This is an optimization exercise on Yosys and OpenROAD, whose aim is small area, a short achievable clock period and few clock cycles per item, not a production implementation. Only simulation tests tie the RTL to the original design; equivalence was not proved.

== old ==
// alu_mc
module alu_mc
#(
    parameter int unsigned WIDTH  = 32,
    parameter int unsigned DIV_EN = 1
) (
    input  logic             clk,
    input  logic             rst_n,
    input  logic             in_valid,
    output logic             in_ready,
    input  logic [WIDTH-1:0] a,
    input  logic [WIDTH-1:0] b,
    input  logic [risc_constants::FN_W-1:0] fn,
    output logic             out_valid,
    input  logic             out_ready,
    output logic [WIDTH-1:0] result,
    output logic             div_zero,
    output logic             illegal_fn
);
Size: about 3,100 cells after synthesis, roughly 230 flip-flops, roughly 110 I/O pins, roughly 26,000 um^2 of cells after synthesis.
clock: 9.0 ns
lec_check: 0
cap_margin: 20
core_margin: 2
core_utilization: 40
setup_slack_margin: 5
slew_margin: 20
tns_end_percent: 0
run.sh (not shown) runs the stock make flow with config.mk's settings and CLKGATE_MAP_FILE= SYNTH_SCRIPT=/design/flow/synth_recipe.tcl, a recipe that flattens the netlist after the stock synthesis.
Testbench counts of old, summed over its fixed seeds: cycles 278,331, ops 160,000.
The following lists how new was set up differently from old:
--- a/flow/design.v
+++ b/flow/design.v
@@ -116,12 +116,15 @@
         for (int k = 0; k < 5; k++) begin
             tenc[k] = 1'b0;
             for (int j = 0; (1 << k) * (2 * j + 1) < 32; j++)
                 tenc[k] = tenc[k] | (tt[(1 << k) * (2 * j + 1)] & !tt[(1 << (k + 1)) * (j + 1)]);
         end
     endfunction
+    function automatic logic negpow2(input logic [31:0] v);
+        negpow2 = v[31] && ((~v[31:1] & v[30:0]) == 31'd0);
+    endfunction
     logic m_mul, m_mfin, m_align, m_div, m_corr, m_fin;
     assign m_mul   = u_q[U_MUL];
     assign m_mfin  = u_q[U_MFIN];
     assign m_align = u_q[U_ALIGN];
     assign m_div   = u_q[U_DIV];
     assign m_corr  = u_q[U_CORR];
@@ -204,13 +207,14 @@
     logic [31:0] t_a, t_b;
     logic [4:0]  ma_in, mb_in;
     logic        triv_in, bz_in;
     always_comb begin
         t_a = therm(a ^ {32{a[31]}});
         t_b = therm(b ^ {32{b[31]}});
-        if (a[31]) t_a = {t_a[30:0], 1'b1};
+        if (negpow2(a)) t_a = {t_a[30:0], 1'b1};
+        if (negpow2(b)) t_b = {t_b[30:0], 1'b1};
     end
     assign ma_in   = tenc(t_a);
     assign mb_in   = tenc(t_b);
     assign bz_in   = (b == 32'd0);
     assign triv_in = bz_in || ((t_b & ~t_a) != 32'd0);
     logic        fn_mul, fn_rem, fn_div, fn_long;
Results
Having completed the whole flow, new delivered a layout that passed the timing, design-rule and antenna checks. Critical path depth sits higher in new than in old. Compared with old, in new number of standard cells after synthesis rose 32, share of synthesized cell area in full adder, half adder and majority cells about even, final worst-path setup slack rose 0.044 ns. Compared to old, the routing of new uses more wire. Minimum period implied by the final worst setup slack: new < old. Global-route usage, old and new: lower on old.
Testbench counts of new, summed over its fixed seeds: cycles 274,568, ops 160,000.

--- another note on this design; it stands on its own ---

== run 2 ==
Design alu_mc, start of the top module:
module alu_mc
#(
    parameter int unsigned WIDTH  = 32,
    parameter int unsigned DIV_EN = 1
) (
    input  logic             clk,
    input  logic             rst_n,
    input  logic             in_valid,
    output logic             in_ready,
    input  logic [WIDTH-1:0] a,
    input  logic [WIDTH-1:0] b,
    input  logic [risc_constants::FN_W-1:0] fn,
    output logic             out_valid,
    input  logic             out_ready,
    output logic [WIDTH-1:0] result,
    output logic             div_zero,
    output logic             illegal_fn
);
make LEC_CHECK=0 CAP_MARGIN=20 CORE_MARGIN=2 CORE_UTILIZATION=50 SETUP_SLACK_MARGIN=5 SLEW_MARGIN=20 TNS_END_PERCENT=0 finish   # period 9.0 ns
run.sh (not shown) runs the stock make flow with config.mk's settings and CLKGATE_MAP_FILE= SYNTH_SCRIPT=/design/flow/synth_recipe.tcl, a recipe that flattens the netlist after the stock synthesis.
Testbench counts of run 2, summed over its fixed seeds: cycles 278,331, ops 160,000.
#### Input delta (run 3 over run 2)
diff --git a/flow/config.mk b/flow/config.mk
--- a/flow/config.mk
+++ b/flow/config.mk
@@ -8,5 +8,5 @@
 export CAP_MARGIN = 20
 export CORE_MARGIN = 2
-export CORE_UTILIZATION = 50
+export CORE_UTILIZATION = 40
 export SETUP_SLACK_MARGIN = 5
 export SLEW_MARGIN = 20
## What came out
- Die: run 3 bigger than run 2
- Run 2 has a lower data required time of the critical path than run 3.
- Between run 3 and run 2, the number of logic stages on the critical path including buffering is lower for run 2.
- Comparing run 3 and run 2, first-pass iteration count of the detailed router is higher on run 2.
- Per the comparison of run 3 with run 2, number of buffers other than clock buffers in the final layout has decreased, non-clock buffer share of cell area has decreased, multi-input combinational gate total has remained practically unchanged.
- Lower global-route usage among run 3 and run 2: run 3

-- separate check: timing with driven ports --
No port has a modelled driver above. Below, the same layouts with a new extraction and two added sets of constraints. Step 1 assumes that a clkbuf_16 drives the clock port and a buf_2 every other input. Step 2, shift: input delay + t, output delay - t, t = (earliest + latest rising clock arrival at the registers) / 2. This alone moves slack from input paths to output paths. a / b / c = ideal ports / drivers / drivers and shift; a / b = the first two.
run	t, ns	setup slack, ns	clock arrival spread, ns	worst data-port slew with drivers (ns)
old	0.680	4.723 / 4.723 / 4.212	0.025 / 0.024	0.04
new	0.688	4.767 / 4.776 / 4.126	0.025 / 0.024	0.04
run 2	0.659	4.808 / 4.790 / 4.149	0.023 / 0.024	0.16
run 3	0.682	4.825 / 4.825 / 4.314	0.021 / 0.021	0.04
After both steps setup and hold are still met in every run listed. For run 2, which loses most, drivers alone change the setup slack by -0.018 ns; drivers and shift together by -0.659 ns.
